From an optimization exercise on the open Yosys and OpenROAD flow, aimed at small area, a short achievable clock period and few clock cycles per item; shortcuts taken in it are not production practice.
RTL that was checked went through simulation tests only; none was proved equivalent to the original.
Function not checked in runs 2 and 3: the RTL went through the layout flow alone.

==> flow/design.v (outline; a module is shown in full before it is edited, if it fits) <==
// module mandel_engine: 111 lines
// module mandel_dp: 1444 lines
// module mandel_fa: 10 lines
module mandel_engine #(
    parameter int BITS      = 16,
    parameter int ITER_BITS = 7
) (
    input  logic                   clk,
    input  logic                   rst_n,
    input  logic                   in_valid,
    output logic                   in_ready,
    input  logic signed [BITS-1:0] in_x,
    input  logic signed [BITS-1:0] in_y,
    input  logic                   julia_mode,
    input  logic signed [BITS-1:0] julia_cx,
    input  logic signed [BITS-1:0] julia_cy,
    input  logic [ITER_BITS-1:0]   max_iter,
    input  logic                   abort,
    output logic                   out_valid,
    input  logic                   out_ready,
    output logic [ITER_BITS-1:0]   out_iter,
    output logic                   out_escaped,
    output logic                   busy
);
  // ...
==> flow/flow/run.sh <==
#!/bin/bash
# The standard layout (standard.sh), with the port buffers made from
# sky130_fd_sc_hd__buf_1 cells instead of the default choice of a delay
# buffer, clock tree synthesis without dummy loads, and gain-based buffering
# of high-fanout nets after global placement (flow/gain.tcl).
set -euo pipefail
export BUFFER_PORTS_ARGS="-buffer_cell sky130_fd_sc_hd__buf_1"
export CTS_ARGS="-sink_clustering_enable -repair_clock_nets -buf_list sky130_fd_sc_hd__clkbuf_8 -dont_use_dummy_load"
export POST_GLOBAL_PLACE_TCL="$(pwd)/flow/gain.tcl"
bash standard.sh > standard.log 2>&1
==> flow/flow/gain.tcl <==
# After global placement: registers that drive many loads get the
# strongest drive of their own cell type (dfxtp_1 -> dfxtp_4).
set n 0
foreach inst [get_cells *] {
  if {[get_property $inst ref_name] ne "sky130_fd_sc_hd__dfxtp_1"} { continue }
  set q [get_pins -of_objects $inst -filter "direction == output"]
  set loads [llength [get_pins -of_objects [get_nets -of_objects $q] -filter "direction == input"]]
  if {$loads >= 8} {
    replace_cell $inst sky130_fd_sc_hd__dfxtp_4
    incr n
  }
}
puts "gain.tcl: upsized $n registers"
==> flow/standard.sh <==
#!/bin/bash
# synth_recipe.tcl (not shown) runs the flow's synth.tcl, then flattens the netlist and writes it again
# the make line also repeats each setting of config.mk as NAME=value (left out here)
make -C /OpenROAD-flow-scripts/flow DESIGN_CONFIG=/design/flow/config.mk WORK_HOME=/design/flow/orfs CLKGATE_MAP_FILE= SYNTH_SCRIPT=/design/flow/synth_recipe.tcl "${@:-finish}"
==> flow/config.mk <==
export PLATFORM = sky130hd
export DESIGN_NAME = mandel_engine
export DESIGN_NICKNAME = mandel_engine
export VERILOG_FILES = /design/flow/design.v
export SDC_FILE = /design/flow/constraint.sdc
export NUM_CORES = 4
export LEC_CHECK = 0
export CAP_MARGIN = 20
export CORE_MARGIN = 2
export CORE_UTILIZATION = 65
export CTS_BUF_LIST = sky130_fd_sc_hd__clkbuf_8
export PLACE_DENSITY = 0.75
export SLEW_MARGIN = 20
export SYNTH_HIERARCHICAL = 1
export SYNTH_MINIMUM_KEEP_SIZE = 0
==> flow/constraint.sdc <==
create_clock -name core_clock -period 14.0 [get_ports {clk}]
set_input_delay 2.8000 -clock core_clock [delete_from_list [all_inputs] [get_ports {clk}]]
set_output_delay 2.8000 -clock core_clock [all_outputs]
set_load 0.01 [all_outputs]
==> impl_metrics.py, run 1 <==
metrics = {
    "clock_network": {
        "clock_sinks": 116,
        "htreeDepth": 4,
        "cts_tree": "built",
        "clockBufferDepth": 2,
    },
    "critical_path": {
        "crit_buf_inv": 3,
        "cp_data_required_time_ns": 14.34,
        "r2r_slack_ns": 7.71,
        "r2r-end": "xh_q",
        "r2r-start": "zyn_q[8]",
        "cp_data_arrival_time_ns": 6.63,
        "critPathMaxFanout": 30,
        "slowest_delay_ns": 0.57,
    },
    "die": {
        "die_w_um": 172,
        "ios": 88,
    },
    "sta": {
        "setup_tns_ns": 0,
        "setup_slack_ns": 7.71,
        "fin_crit_sh_pct": 44.9,
        "max_freq_mhz": 159,
        "finalMaxSlewViolations": 0,
    },
    "synthesis": {
        "synth_ff_type": "edfxtp_1",
        "ys_types": 63,
        "synth_edf_count": 71,
    },
    "finish": {
        "design_area_mm2": 0.0193,
        "nNonClkBuffers": 118,
        "nonClkBufAreaFrac_pct": 2.97,
    },
    "grt": {
        "grt_first_pass_wirelength_um": 70400,
        "grt_overflow_total": 0,
    },
    "place": {
        "dp.cells": 2088,
    },
    "routing": {
        "vias": 12600,
        "drt-initial-drc-count": 859,
    },
    "run_status": {
        "status": "timing/DRC/antenna clean",
    },
    "hold_path": {
        "min_to": "stop_q",
    },
    "flow_run": {
        "cap_violations": 0,
    },
}
Testbench counts, summed over its fixed seeds: cycles 83,179, points 2,048.
==> run 2: changes to the inputs <==
--- a/flow/design.v
+++ b/flow/design.v
@@ -113,17 +113,16 @@
     input  logic        [15:0] zxn,
     input  logic        [15:0] zyn,
     input  logic signed [15:0] cx,
     input  logic signed [15:0] cy,
     output logic        [16:0] xn,
     output logic        [16:0] yn,
     output logic               mesc
 );
-    wire big = (zxn[15] ^ zxn[14]) | (zyn[15] ^ zyn[14]);
     wire [14:0] x = ~zxn[14:0];
     wire [14:0] y = ~zyn[14:0];
     wire qxp0 = x[0] & x[1];
     wire qxp1 = x[0] & x[2];
     wire qxp2 = x[0] & x[3];
     wire qxp3 = x[0] & x[4];
     wire qxp4 = x[0] & x[5];
     wire qxp5 = x[0] & x[6];
@@ -1546,17 +1545,17 @@
     wire [16:0] xs0 = {s938, s937, s936, c934, s934, c932, s932, s931, c929, c928, c927, c926, c925, c924, c923, c922, s922};
     wire [16:0] xs1 = {c937, c936, c935, s935, c933, s933, c931, c930, s930, s929, s928, s927, s926, s925, s924, s923, qyls[13]};
     wire [16:0] xn17 = xs0 + xs1 + qxls[13];
     wire [16:0] ys0 = {s789, s788, c786, s786, c784, c783, c782, s782, c780, c779, c778, c777, c776, c775, c774, c773, c772};
     wire [16:0] ys1 = {c788, c787, s787, c785, s785, s784, s783, c781, s781, s780, s779, s778, s777, s776, s775, s774, s773};
     wire [16:0] yn17 = ys0 + ys1 + mxyls[12];
     assign xn   = xn17;
     assign yn   = yn17;
-    assign mesc = big | mag[16];
+    assign mesc = mag[16];
 endmodule
 module mandel_fa (
     input  logic a,
     input  logic b,
     input  logic c,
     output logic s,
     output logic co
 );
==> run 2 against run 1 <==
- setup slack worse by 0.058 ns
- critical path type unchanged
- clock skew down 0.0045 ns
- still clean
==> impl_metrics.py, run 2 <==
metrics = {
    "critical_path": {
        "crit_cells": 20,
        "start_kind": "register",
        "path_class": "reg2reg",
        "crit_start": "zyn_q[10]",
        "endpoint_kind": "register",
        "r2r-start": "zyn_q[10]",
        "reg2reg_depth": 20,
        "r2r_slack_ns": 7.65,
        "setup.worst_path.end": "yh_q",
        "cp_data_arrival_time_ns": 6.70,
        "r2r-end": "yh_q",
        "critPathMaxFanout": 30,
        "worst_path_most_repeated_cell": "fa_1",
        "critical_path.cell_chain": "buf_4, nor2_1, fa_1, fa_1, fa_1, fa_1, fa_1, ha_1, nand3_1, nor4_1, a211oi_1, fa_1, fa_1, nand2b_1, a211oi_2, o221ai_2, a31oi_2, nand4_1, and3_1, mux2_2",
        "path_delay_family": "adder cells",
        "cp_data_required_time_ns": 14.35,
        "crit_buf_inv": 1,
        "slowest_delay_ns": 0.56,
        "slowest_stage": "fa_1",
    },
    "synthesis": {
        "ys_top_cells_by_area": "fa_1, edfxtp_1, ha_1",
        "async_flop_share_pct": 0,
        "avgSynthCellArea_um2": 10.8,
        "yosysTopAreaCell": "fa_1",
        "ys_seq_elements": 116,
        "syn_inst": 1703,
        "synth_top_area_share_pct": 43.9,
        "yosysWarnings": 7,
        "yosysMostFrequentCell": "nor2_1",
        "synth_common_cells": "nor2_1, fa_1, ha_1",
        "syn_area_mm2": 0.0185,
        "synth_ff_type": "edfxtp_1",
        "ys_types": 63,
        "synth_edf_count": 71,
        "yosysSeqAreaShare_pct": 16.4,
    },
    "die": {
        "start_util_pct": 66.3,
        "die-area_mm2": 0.0298,
        "ios": 88,
        "die_w_um": 173,
        "core_mm2": 0.0279,
        "fp.dieH_um": 173,
        "num_rows": 61,
    },
    "clock_network": {
        "clock_latency_ns": 0.46,
        "cts_hold_buf": 0,
        "cts_made_buffers": 17,
        "root_buffer": "clkbuf_8",
        "ctsResizeCount": 0,
        "htreeDepth": 4,
        "path_clk_slew_ns": 0.07,
        "clockBufferDepth": 2,
        "cts_tree": "built",
        "cts_setup_buffers": 0,
        "clock_sinks": 116,
    },
    "finish": {
        "final_common_cell": "nor2_1",
        "nets": 2371,
        "area_growth_pct": 4.91,
        "layout_common_cells": "nor2_1, fa_1, ha_1, buf_1, inv_1",
        "layout-drive-gt1-share_pct": 7.19,
        "fill_cells": 2052,
        "n_antenna_cell": 0,
    },
    "place": {
        "numPortBuffers": 87,
        "place_ws_ns": 7.69,
        "dp_hpwl_um": 32100,
    },
    "routing": {
        "wirelength_um": 43600,
        "drt-vias-per-instance": 6.05,
        "drt-initial-drc-count": 929,
        "wl_per_cell_um": 20.6,
        "vias": 12800,
        "final_antenna_net_count": 0,
        "drc_errors": 0,
        "drt_pass1_iterations": 5,
    },
    "sta": {
        "finalCriticalPeriod_ns": 6.35,
        "tightestPinTransition_ns": 0.978,
        "hold_viol_final": 0,
        "setup_viol": 0,
        "finalMaxSlewViolations": 0,
        "max_freq_mhz": 157,
        "slew_headroom_pct": 34.8,
        "setup_tns_ns": 0,
        "setup_slack_ns": 7.65,
        "rsz0062_at_grt": "no",
        "fin_crit_sh_pct": 45.4,
        "clock_skew_ns": 0.0232,
    },
    "grt": {
        "antenna_found_initial": 0,
        "grt_usage_pct": 31.3,
        "grt_max_degree": 49,
        "grt_first_pass_wirelength_um": 72500,
        "grt_overflow_total": 0,
        "grt_pass1_vias": 14500,
    },
    "hold_path": {
        "hold_class": "reg2reg",
    },
    "flow_run": {
        "cap_violations": 0,
    },
    "run_status": {
        "status": "timing/DRC/antenna clean",
    },
}
==> run 2: final cells by class <==
type                            instances  area, um2  share of cell area (%)
Multi-Input combinational cell       1403      14700                    75.9
Tap cell                              378        473                    2.44
Timing Repair Buffer                  118        581                    3.00
Sequential cell                       116       3070                    15.9
Inverter                               85        319                    1.65
Clock buffer                           17        234                    1.21
==> run 2: kinds of logic after synthesis <==
kind of cell	count (synthesis)	synth area share, %
mux	69	3.97
other cells	2	0.0407
buf+inv	188	4.09
xor+xnor	78	3.70
compound gates	127	4.93
simple gates	570	12.9
fa+ha+maj	553	54.0
flops	116	16.4
==> run 2: through the flow <==
step           cell area (um2)  hold WS, ns  instances  util, %
2_1_floorplan            18500        0.444       1707        -
3_3_place_gp             19100        0.510       2099     68.4
3_5_place_dp             19100        0.521       2099     68.6
4_1_cts                  19300        0.539       2116     69.4
5_1_grt                  19400        0.540       2117     69.5
6_report                 19400        0.538       2117     69.5
==> run 2: worst min-delay path by stage <==
stage | startpoint | endpoint | slack [ns] | cells past startpoint
after floorplan | zyn_q[0] | syn_q[0] | 0.44 | 0
after global placement | stop_q | stop_q | 0.51 | 2
after detailed placement | zxn_q[14] | sxn_q[14] | 0.52 | 0
after CTS | zxn_q[14] | sxn_q[14] | 0.54 | 0
after global routing | zxn_q[14] | sxn_q[14] | 0.54 | 0
final | iter_q[5] | iter_q[5] | 0.54 | 2
==> run 2: worst reg2reg max path, delay by kind of cell (launching register included) <==
family / cells / cell delay [ns]
AO/OA/AOI/OAI: 4 / 0.92
adder cells (fa/ha/maj): 8 / 3.51
buffers and inverters: 1 / 0.34
flip-flops: 1 / 0.31
multiplexers: 1 / 0.25
AND/OR/NAND/NOR: 6 / 0.90
==> run 2: per-module statistics from Yosys, one instance, submodules excluded <==
module,cells inside,copies in the design,flip-flops and latches
mandel_engine,345,1,116
mandel_fa,1,400,0
mandel_dp,958,1,0
==> run 2: per-layer routing <==
layer  wire length (um)  part of all wire (%)  global-route usage, %
met1              16800                    39                   39.7
met2              22100                    51                   52.3
met3               2860                   6.6                   5.70
met4               1880                   4.3                   15.0
met5                  0                     0                      0
==> run 3: changes to the inputs <==
==> flow/flow/run.sh (replaced) <==
#!/bin/bash
# The standard layout (standard.sh), with the port buffers made from
# sky130_fd_sc_hd__buf_1 cells instead of the default choice of a delay
# buffer, clock tree synthesis without dummy loads, and gain-based buffering
# of high-fanout nets after global placement (flow/gain.tcl) and after
# detailed placement (flow/bufs.tcl).
set -euo pipefail
export BUFFER_PORTS_ARGS="-buffer_cell sky130_fd_sc_hd__buf_1"
export CTS_ARGS="-sink_clustering_enable -repair_clock_nets -buf_list sky130_fd_sc_hd__clkbuf_8 -dont_use_dummy_load"
export POST_GLOBAL_PLACE_TCL="$(pwd)/flow/gain.tcl"
export POST_DETAIL_PLACE_TCL="$(pwd)/flow/bufs.tcl"
bash standard.sh > standard.log 2>&1
==> flow/flow/bufs.tcl (new file) <==
# After detailed placement: buffers that drive many loads get a stronger
# drive of their own kind (buf_4 -> buf_8).
set n 0
foreach inst [get_cells *] {
  if {[get_property $inst ref_name] ne "sky130_fd_sc_hd__buf_4"} { continue }
  set o [get_pins -of_objects $inst -filter "direction == output"]
  set loads [llength [get_pins -of_objects [get_nets -of_objects $o] -filter "direction == input"]]
  if {$loads >= 16} {
    replace_cell $inst sky130_fd_sc_hd__buf_8
    incr n
  }
}
puts "bufs.tcl: upsized $n buffers"
==> run 3 against run 2 <==
- setup slack gained 0.12 ns
- sequential cell count unchanged
- cell count hardly changed
- final area up 1.0%
- still clean
- highest routed layer unchanged
- hold slack gained 0.0029 ns
- critical endpoint unchanged
- non-clock buffer count fell by 1
- utilization rose by 0.71 points
==> impl_metrics.py, run 3 <==
metrics = {
    "run_status": {
        "status": "timing/DRC/antenna clean",
    },
    "finish": {
        "nets": 2370,
        "area_growth_pct": 5.99,
        "layout_common_cells": "nor2_1, fa_1, ha_1, buf_1, inv_1",
        "design_area_mm2": 0.0196,
        "layout-drive-gt1-share_pct": 7.13,
        "post-route-util_pct": 70.2,
        "final_common_cell": "nor2_1",
        "n_antenna_cell": 0,
    },
    "sta": {
        "max_freq_mhz": 160,
        "slew_headroom_pct": 35.3,
        "setup_tns_ns": 0,
        "setup_viol": 0,
        "finalMaxSlewViolations": 0,
        "hold_viol_final": 0,
        "rsz0062_at_grt": "no",
        "finalCriticalPeriod_ns": 6.23,
        "tightestPinTransition_ns": 0.971,
        "holdWs_ns": 0.541,
        "fin_crit_sh_pct": 44.5,
        "clock_skew_ns": 0.0185,
    },
    "clock_network": {
        "htreeDepth": 4,
        "cts_setup_buffers": 0,
        "cts_made_buffers": 17,
        "root_buffer": "clkbuf_8",
        "cts_tree": "built",
        "path_clk_slew_ns": 0.07,
        "clockBufferDepth": 2,
        "clock_latency_ns": 0.46,
        "cts_hold_buf": 0,
        "ctsResizeCount": 0,
        "clock_sinks": 116,
    },
    "hold_path": {
        "hold_class": "reg2reg",
        "min_to": "iter_q[5]",
        "hold_path_depth": 2,
        "hp-start": "iter_q[5]",
    },
    "synthesis": {
        "synth_top_area_share_pct": 43.9,
        "syn_area_mm2": 0.0185,
        "synth_edf_count": 71,
        "ys_seq_elements": 116,
        "yosysMostFrequentCell": "nor2_1",
        "syn_inst": 1703,
        "ys_top_cells_by_area": "fa_1, edfxtp_1, ha_1",
        "avgSynthCellArea_um2": 10.8,
        "synth_common_cells": "nor2_1, fa_1, ha_1",
        "yosysTopAreaCell": "fa_1",
        "synth_ff_type": "edfxtp_1",
        "yosysWarnings": 7,
        "async_flop_share_pct": 0,
        "yosysSeqAreaShare_pct": 16.4,
        "ys_types": 63,
    },
    "die": {
        "core_mm2": 0.0279,
        "die_w_um": 173,
        "num_rows": 61,
        "fp.dieH_um": 173,
        "die-area_mm2": 0.0298,
        "ios": 88,
        "start_util_pct": 66.3,
    },
    "critical_path": {
        "critPathMaxFanout": 30,
        "r2r-end": "yh_q",
        "cp_data_required_time_ns": 14.35,
        "start_kind": "register",
        "cp_data_arrival_time_ns": 6.59,
        "r2r-start": "zyn_q[10]",
        "path_class": "reg2reg",
        "reg2reg_depth": 20,
        "endpoint_kind": "register",
        "r2r_slack_ns": 7.77,
    },
    "grt": {
        "antenna_found_initial": 0,
        "grt_first_pass_wirelength_um": 72700,
        "grt_max_degree": 49,
        "grt_pass1_vias": 14500,
        "grt_usage_pct": 31.3,
        "grt_overflow_total": 0,
    },
    "routing": {
        "vias": 12800,
        "drc_errors": 0,
        "final_antenna_net_count": 0,
        "drt-vias-per-instance": 6.05,
        "drt-initial-drc-count": 977,
        "wirelength_um": 43700,
        "wl_per_cell_um": 20.6,
        "drt_pass1_iterations": 5,
    },
    "place": {
        "numPortBuffers": 87,
        "dp_hpwl_um": 32100,
        "dpl-instance-area_mm2": 0.0191,
    },
    "flow_run": {
        "cap_violations": 0,
    },
}
[run 3: critical path: stages, from the launching register on]
cell,delay [ns]
dfxtp_1,0.35
buf_8,0.24
nor2_1,0.10
fa_1,0.56
fa_1,0.46
fa_1,0.41
fa_1,0.51
fa_1,0.41
ha_1,0.32
nand3_1,0.07
nor4_1,0.18
a211oi_1,0.12
fa_1,0.43
fa_1,0.43
nand2b_1,0.20
a211oi_2,0.31
o221ai_2,0.20
a31oi_2,0.26
nand4_1,0.13
and3_1,0.17
mux2_2,0.25
[run 3: kinds of logic after synthesis]
kind of cell	after synthesis	synth area share [%]
muxes	69	3.97
DFF	116	16.4
AOI/OAI and AO/OA	127	4.93
buffers and inverters	188	4.09
and+or+nand+nor	570	12.9
other	2	0.0407
adders and majority gates	553	54.0
xor gates and xnor gates	78	3.70
[run 3: area by class of cell]
type	count	area [um2]
multi-input cells	1403	14700
clock buffers	17	234
fillers	2027	8290
well taps	378	473
repair buffers	117	778
flip-flops and latches	116	3070
inverters	85	320
[run 3: worst max-delay path by stage]
stage / from / end / slack [ns] / cells past startpoint
6_report: zyn_q[10] / yh_q / 7.77 / 20
5_1_grt: zyn_q[10] / yh_q / 7.56 / 20
3_3_place_gp: zxn_q[3] / yh_q / 7.82 / 19
3_5_place_dp: zyn_q[10] / yh_q / 7.69 / 20
4_1_cts: zyn_q[10] / yh_q / 7.77 / 20
2_1_floorplan: zyn_q[10] / yh_q / 8.03 / 21
[run 3: layer usage]
layer	GRT usage, %	up-vias	share of wire, %
met3	5.31	121	6.8
met1	40.2	6564	38
met2	52.7	551	51
met5	0	-	0
li1	-	5567	-
met4	13.8	0	4.0
[run 3: per-stage QoR]
step                cells  worst slack (ns)
finish               2116              7.77
floorplan            1707              8.03
CTS                  2116              7.77
global placement     2099              7.82
detailed placement   2099              7.69
global route         2116              7.56
[run 3: per-module statistics from Yosys (local to each module, per instance)]
| module | flip-flops and latches | cells inside |
|---|---|---|
| mandel_fa | 0 | 1 |
| mandel_engine | 116 | 345 |
| mandel_dp | 0 | 958 |

==> re-timing with driven ports <==
Ports are ideal in the flow. The routed layouts listed here were re-timed in OpenROAD. Step 1 (the two cells are an assumption about what drives the block):
set clk [get_ports {clk}]
set_driving_cell -lib_cell sky130_fd_sc_hd__clkbuf_16 $clk
set_driving_cell -lib_cell sky130_fd_sc_hd__buf_2 [delete_from_list [all_inputs] $clk]
Step 2, shift: input delay + t, output delay - t, t = (earliest + latest rising clock arrival at the registers) / 2. This alone moves slack from input paths to output paths. Slacks: ideal ports / drivers / drivers and shift; pairs: ideal ports / drivers.
| run | t, ns | setup slack, ns | clock arrival spread, ns | worst register clock-pin slew, ns | pins driven straight from the clock port |
|---|---|---|---|---|---|
| run 1 | 0.501 | 7.708 / 7.708 / 7.708 | 0.029 / 0.028 | 0.09 / 0.09 | 1 |
| run 2 | 0.492 | 7.650 / 7.650 / 7.650 | 0.023 / 0.024 | 0.08 / 0.08 | 1 |
| run 3 | 0.496 | 7.769 / 7.769 / 7.769 | 0.018 / 0.018 | 0.07 / 0.07 | 1 |
After both steps every run listed still meets setup and hold.
